Background: an optimization exercise with open tools, aiming at small area, a short achievable clock period and few clock cycles per item. Do not read the settings as production practice. Where RTL was checked, it was by simulation tests only, not by an equivalence proof against the original.

## alu_top
module alu_top #(
    parameter int LFSR_MAX_STEPS = 8
) (
    input  logic     i_clk,
    input  logic     i_rst_n,
    input  logic     i_req,
    input  alu_pkg::alu_req_t i_cmd,
    output logic     o_ack,
    output alu_pkg::fx_t      o_result
);
    logic        f_add, f_sub, f_mul, f_mac, f_lrcw, f_lfsr;
    logic [15:0] a_q;
    logic [15:0] bx_q;      
    logic        first;
    logic [1:0]  step;
    logic [15:0] acc;
    logic        acc_ok;
    logic        f_macc;    
    logic [15:0] arith_res;
    logic [15:0] bits_res;
    logic [4:0]  clz_in;
    always_ff @(posedge i_clk) begin
        f_add  <= (i_cmd.op == alu_pkg::OP_FXADD);
        f_sub  <= (i_cmd.op == alu_pkg::OP_FXSUB);
        f_mul  <= (i_cmd.op == alu_pkg::OP_FXMUL);
        f_mac  <= (i_cmd.op == alu_pkg::OP_FXMAC);
        f_macc <= (i_cmd.op == alu_pkg::OP_FXMAC) && acc_ok;
        f_lrcw <= (i_cmd.op == alu_pkg::OP_LRCW);
        f_lfsr <= (i_cmd.op == alu_pkg::OP_LFSR) && !((|i_cmd.b[15:4]) || (i_cmd.b[3] && (|i_cmd.b[2:0])));
        a_q    <= i_cmd.a;
        if (i_cmd.op == alu_pkg::OP_LFSR) begin
            bx_q <= i_cmd.a;
        end else begin
            bx_q <= i_cmd.b ^ {16{i_cmd.op == alu_pkg::OP_FXSUB}};
        end
    end
    alu_ctrl u_ctrl (
        .i_clk       (i_clk),
        .i_rst_n     (i_rst_n),
        .i_req       (i_req),
        .i_op        (i_cmd.op),
        .i_mul       (f_mul | f_mac),
        .i_lrcw      (f_lrcw),
        .i_arith_res (arith_res),
        .i_bits_res  (bits_res),
        .i_clz_in    (clz_in),
        .o_first     (first),
        .o_step      (step),
  ...
Size: about 1100 cells after synthesis, ~95 flip-flops, roughly 56 I/O pins.
clock: 9.5 ns
lec_check: 0
cap_margin: 20
core_margin: 2
core_utilization: 72
slew_margin: 20
standard.sh (not shown) runs the stock make flow with config.mk's settings and CLKGATE_MAP_FILE= SYNTH_SCRIPT=/design/flow/synth_recipe.tcl, a recipe that flattens the netlist after the stock synthesis.
==> flow/flow/run.sh <==
#!/bin/bash
# Standard layout, with the timing repair aiming further below the clock
# period and small port buffers.
set -euo pipefail
bash standard.sh SETUP_SLACK_MARGIN=5.8 "BUFFER_PORTS_ARGS=-buffer_cell sky130_fd_sc_hd__buf_1" finish > standard_flow.log 2>&1
Testbench counts at the start, summed over its fixed seeds: cycles 21,608, ops 4,800.
Next try:
==> flow/flow/run.sh (replaced) <==
#!/bin/bash
# Standard layout, with the timing repair aiming further below the clock
# period and small port buffers.
set -euo pipefail
bash standard.sh SETUP_SLACK_MARGIN=6.1 "BUFFER_PORTS_ARGS=-buffer_cell sky130_fd_sc_hd__buf_1" finish > standard_flow.log 2>&1
- CORE_UTILIZATION: 72 -> 65
Cell area is higher by a little under a tenth.
Core utilization is lower by 1.7 points.
Wire length is higher by a few percent.
Synthesized cell count stays the same.
Setup slack is better by 270 ps.
Clock-buffer cell count is higher by 2.
Worst hold slack stays flat.

== the baseline ==
Another version of the RTL of alu_top (not shown whole).
For scale: about 1,200 cells after synthesis, ~91 flip-flops, ~56 I/O pins, roughly 0.0097 mm2 of cells after synthesis.
clock: 9.5 ns
lec_check: 0
cap_margin: 20
core_margin: 2
core_utilization: 40
slew_margin: 20
run.sh (not shown) runs the stock make flow with config.mk's settings and CLKGATE_MAP_FILE= SYNTH_SCRIPT=/design/flow/synth_recipe.tcl, a recipe that flattens the netlist after the stock synthesis.
Stock flow here: none of the scripts above is used.
Testbench counts of the baseline, summed over its fixed seeds: cycles 22,221, ops 4,800.
### the baseline -> the candidate
- setting ABC_CLOCK_PERIOD_IN_PS to 2700 for the first time
- setting SETUP_SLACK_MARGIN to 5 for the first time
As far as multiplexer share of the synthesized area goes, the candidate and the baseline are indistinguishable; the numbers are identical. The candidate and the baseline ended up with nearly the same fraction of area in multi-input gates. ~same routed length per placed instance in the candidate and the baseline. The final worst slack in the candidate was higher than what the baseline gave. Simple-gate share of the synthesized area: the candidate vs the baseline identical. Cell area essentially unchanged between the baseline and the candidate. Comparing the candidate and the baseline, shortest clock period the worst path allows after layout is lower on the candidate.

alu_top, a different RTL version from the one above (not shown whole).
For scale: ~1100 cells after synthesis, ~95 flip-flops, roughly 56 I/O pins, ~9500 sq um of cells after synthesis.
clock: 9.5 ns
lec_check: 0
cap_margin: 20
core_margin: 2
core_utilization: 65
slew_margin: 20
standard.sh (not shown) runs the stock make flow with config.mk's settings and CLKGATE_MAP_FILE= SYNTH_SCRIPT=/design/flow/synth_recipe.tcl, a recipe that flattens the netlist after the stock synthesis.
==> flow/flow/run.sh <==
#!/bin/bash
# Standard layout, with the timing repair aiming further below the clock
# period and small port buffers.
set -euo pipefail
bash standard.sh SETUP_SLACK_MARGIN=5.6 "BUFFER_PORTS_ARGS=-buffer_cell sky130_fd_sc_hd__buf_1" finish > standard_flow.log 2>&1
Testbench counts at the start, summed over its fixed seeds: cycles 21,608, ops 4,800.
Edit:
==> flow/flow/run.sh (replaced) <==
#!/bin/bash
# Standard layout, with the timing repair aiming further below the clock
# period and small port buffers.
set -euo pipefail
bash standard.sh SETUP_SLACK_MARGIN=5.8 "BUFFER_PORTS_ARGS=-buffer_cell sky130_fd_sc_hd__buf_1" finish > standard_flow.log 2>&1
- ABC_AREA: not set -> 1
Result: Maximum frequency climbs by 8.5%; setup slack improved by 0.30 ns; global-route usage climbs by 2.2 points; area after synthesis climbs by 5.3%.

Setup of garnet:
Starting RTL as in the previous note.
clock: 9.5 ns
lec_check: 0
cap_margin: 20
core_margin: 2
core_utilization: 65
slew_margin: 20
==> flow/flow/run.sh <==
#!/bin/bash
# Standard layout, with the timing repair aiming further below the clock
# period and small port buffers.
set -euo pipefail
bash standard.sh SETUP_SLACK_MARGIN=6.0 "BUFFER_PORTS_ARGS=-buffer_cell sky130_fd_sc_hd__buf_1" finish > standard_flow.log 2>&1
Testbench counts of garnet, summed over its fixed seeds: cycles 21,608, ops 4,800.
The following lists how juniper was set up differently from garnet:
Settings: ABC_AREA now 1, previously not set.
==> flow/flow/run.sh <==
#!/bin/bash
# Standard layout, with the timing repair aiming further below the clock
# period and small port buffers.
set -euo pipefail
bash standard.sh SETUP_SLACK_MARGIN=6.3 "BUFFER_PORTS_ARGS=-buffer_cell sky130_fd_sc_hd__buf_1" finish > standard_flow.log 2>&1
- Lower xor and xnor area share after synthesis was reported by juniper, not garnet.
- Number of buffers inserted to repair setup after CTS in juniper vs garnet: down 16
- Lower overall routed net length was reported by garnet, not juniper.
- Between garnet and juniper, the non-clock buffer contribution to total cell area is lower for juniper.
- Between garnet and juniper, total of fill cells in the finished design is higher for juniper, garnet comes in under that.
- Relative to garnet, number of buffers and inverters on the critical path has gone up in juniper.
- Delta (juniper minus garnet): area occupied by multi-input gates saw a decrease, clock buffer count from CTS saw little to no change.
- Final period utilization (juniper over garnet): decrease, 3.6 points
For zinc, these inputs were changed with respect to juniper:
Settings: clearing ABC_AREA, which used to be 1.
==> flow/flow/run.sh <==
#!/bin/bash
# Standard layout, with the timing repair aiming further below the clock
# period and small port buffers.
set -euo pipefail
bash standard.sh SETUP_SLACK_MARGIN=5.8 "BUFFER_PORTS_ARGS=-buffer_cell sky130_fd_sc_hd__buf_1" finish > standard_flow.log 2>&1
### Flow results
- When zinc is set beside juniper, its initial cell density of the core turns out to be 0.15 points smaller.
- Final critical path time including I/O delays and setup: zinc vs juniper up 0.36 ns
- Compared with juniper, in zinc post-synthesis cell type count climbed 48%, non-clock buffer count climbed 1.
- In zinc, the count of fill cells added during filler insertion came out about 7% below the value in juniper.
- Looking at worst setup path endpoint, the u_fx_arith.h_q[14]$_SDFF_PN0_ result is from juniper; the u_ctrl.result_q[2]$_DFFE_PP_ one comes from zinc.
Modified inputs, fjord compared to zinc
Settings: putting ABC_AREA at 1 where nothing was set.
==> flow/flow/run.sh <==
#!/bin/bash
# Standard layout, with the timing repair aiming further below the clock
# period and small port buffers.
set -euo pipefail
bash standard.sh SETUP_SLACK_MARGIN=6.5 "BUFFER_PORTS_ARGS=-buffer_cell sky130_fd_sc_hd__buf_1" finish > standard_flow.log 2>&1
==> comparison <==
Looking at relative area change from synthesis to final layout, fjord sits above zinc.
fjord reached the final stage; the timing, design-rule and antenna checks on its layout passed.
Changes observed in fjord relative to zinc: synthesized area per cell has decreased, instance count on the critical path has decreased, register area has increased, wire length has increased.
Sequential share of layout area: fjord vs zinc down 2.2 points
From fjord to zinc, flop and latch count out of synthesis did not move at all.
The final weighted congestion in routability-driven placement of zinc and that of fjord are within noise of each other.
Going from zinc to fjord, placed wire-length estimate after detailed placement shows an increase of 15%; non-clock buffer count shows an increase of 22.

## v31
Another version of the RTL of alu_top (not shown whole).
Size: about 56 I/O pins, roughly 8800 sq um of cells after synthesis.
clock: 9.5 ns
lec_check: 0
cap_margin: 20
core_margin: 2
core_utilization: 65
slew_margin: 20
==> flow/flow/run.sh <==
#!/bin/bash
# Standard layout, with the timing repair aiming further below the clock
# period and small port buffers.
set -euo pipefail
bash standard.sh SETUP_SLACK_MARGIN=5.8 "BUFFER_PORTS_ARGS=-buffer_cell sky130_fd_sc_hd__buf_1" finish > standard_flow.log 2>&1
v31: no failed stages, no open violations at the end
Relative to v31, the following input files were edited for v24:
==> flow/flow/run.sh <==
#!/bin/bash
# Standard layout, with the timing repair aiming further below the clock
# period and small port buffers.
set -euo pipefail
bash standard.sh SETUP_SLACK_MARGIN=6.0 "BUFFER_PORTS_ARGS=-buffer_cell sky130_fd_sc_hd__buf_1" finish > standard_flow.log 2>&1
--- a/flow/config.mk
+++ b/flow/config.mk
@@ -7,0 +8 @@
+export ABC_AREA = 1
## What came out
v24: all stages complete, timing, DRC and antenna checks passed. v31 finished every stage and its layout cleared the timing, design-rule and antenna checks. Looking at number of vias per cell, v24 sits below v31. v24 against v31: placeable core region went up by about 9%, count of buffers added by post-CTS timing repair for setup went down by 22, final critical-path share of the clock period went down by 3.4 points, starting density of the core went down by 0.89 points. v24: area added between synthesis and finish is 7.5 points lower than what v31 reported. v24: utilization is 5.9 points lower than what v31 reported. Comparing v24 and v31, the higher register-to-register slack was measured on v24. Diff v31 -> v24: area of the die moved up, die extent in y moved up.
Setup changes, v24 to v43
==> flow/flow/run.sh <==
#!/bin/bash
# Standard layout, with the timing repair aiming further below the clock
# period and small port buffers.
set -euo pipefail
bash standard.sh SETUP_SLACK_MARGIN=5.8 "BUFFER_PORTS_ARGS=-buffer_cell sky130_fd_sc_hd__buf_1" finish > standard_flow.log 2>&1
--- a/flow/config.mk
+++ b/flow/config.mk
@@ -8 +7,0 @@
-export ABC_AREA = 1
@@ -11 +10 @@
-export CORE_UTILIZATION = 65
+export CORE_UTILIZATION = 80
Notes after the runs:
Comparing v43 against v24, there is no change at all in maximum level of the CTS H-tree.
Going from v24 to v43, post-synthesis xor/xnor area fraction now sits higher, number of CTS-inserted buffers now sits at about the same level, fraction of the mapped netlist area in compound gates now sits higher.
Stage in which a tool error killed v43: global routing (5_1_grt).
v24 went all the way through synthesis, placement and routing and the layout is clean on timing, DRC and antenna.
#### Input delta (v7 over v43)
==> flow/flow/run.sh <==
#!/bin/bash
# Standard layout, with the timing repair aiming further below the clock
# period and small port buffers.
set -euo pipefail
bash standard.sh SETUP_SLACK_MARGIN=6.1 "BUFFER_PORTS_ARGS=-buffer_cell sky130_fd_sc_hd__buf_1" finish > standard_flow.log 2>&1
--- a/flow/config.mk
+++ b/flow/config.mk
@@ -10 +10 @@
-export CORE_UTILIZATION = 80
+export CORE_UTILIZATION = 65
==> comparison <==
v7 reached the final stage; the timing, design-rule and antenna checks on its layout passed. Side by side, routability-driven placement congestion ratio turned out lower in v7 than in v43. Looking at die outline width, v7 sits 11% above v43. From v43 to v7 the numbers moved as follows: placed cell count went up 35; chip height went up 11%; effective utilization at floorplan went down 15 points.
Inputs modified between v7 and v41:
==> flow/flow/run.sh <==
#!/bin/bash
# Standard layout, with the timing repair aiming further below the clock
# period and small port buffers.
set -euo pipefail
bash standard.sh SETUP_SLACK_MARGIN=6.2 "BUFFER_PORTS_ARGS=-buffer_cell sky130_fd_sc_hd__buf_1" finish > standard_flow.log 2>&1
--- a/flow/config.mk
+++ b/flow/config.mk
@@ -7,0 +8 @@
+export ABC_AREA = 1
--- outcome ---
Compared with v7, in v41 share of the synthesized netlist area taken by xor and xnor gates dropped 7.4 points; worst slew margin relative to its limit went up; per-cell via count in the routed design saw a decrease.
v41 vs v7 — non-clock buffer count dropped by more than a quarter
From v7 to v41 the numbers moved as follows: worst-case register-to-register setup slack increased by 470 ps relative to the old numbers, post-synthesis net count increased by about 30% relative to the old numbers, area of the mapped netlist increased by about 7% relative to the old numbers.
Compared with v7, in v41 via count +1248, share of the clock period used by the worst path lost 5.0 points, die area went up by 990 sq um.
No functional check of the RTL was part of any run of this note.

[what the ideal ports hide]
No port has a modelled driver above. Below, the same layouts with a new extraction and two added sets of constraints.
Step 1 sets driving cells, clkbuf_16 on the clock port and buf_2 on the other inputs (assumed; they add their load-dependent delay and slew).
Step 2 moves the port delays by t, midway between the first and last clock arrival at a register: inputs arrive t later, outputs are due t later. That takes back most of the time a late clock gives input paths.
Three values: no drivers, after step 1, after step 2; two values: the first two.
run	t (ns)	setup slack, ns	worst setup path at the end
the first run of note 1	0.411	5.807 / 5.807 / 5.723	input to register
the second run of note 1	0.406	6.074 / 6.074 / 5.814	input to register
the baseline	0.401	5.065 / 5.065 / 5.065	register to register
the candidate	0.403	5.197 / 5.197 / 5.197	register to register
the first run of note 3	0.401	5.723 / 5.723 / 5.606	input to register
the second run of note 3	0.399	6.018 / 6.018 / 5.740	input to register
garnet	0.395	5.938 / 5.938 / 5.607	input to register
juniper	0.398	6.276 / 6.276 / 6.039	input to register
zinc	0.400	5.914 / 5.914 / 5.633	input to register
fjord	0.412	6.262 / 6.262 / 6.138	input to register
v31	0.406	5.743 / 5.743 / 5.536	input to register
v24	0.405	6.066 / 6.066 / 5.784	input to register
v7	0.403	5.758 / 5.758 / 5.654	input to register
v41	0.407	6.232 / 6.232 / 6.031	input to register
After both steps every run listed still meets setup and hold. The setup slack of garnet, which loses most, moves by 0.000 ns with the drivers and by -0.331 ns with both steps.
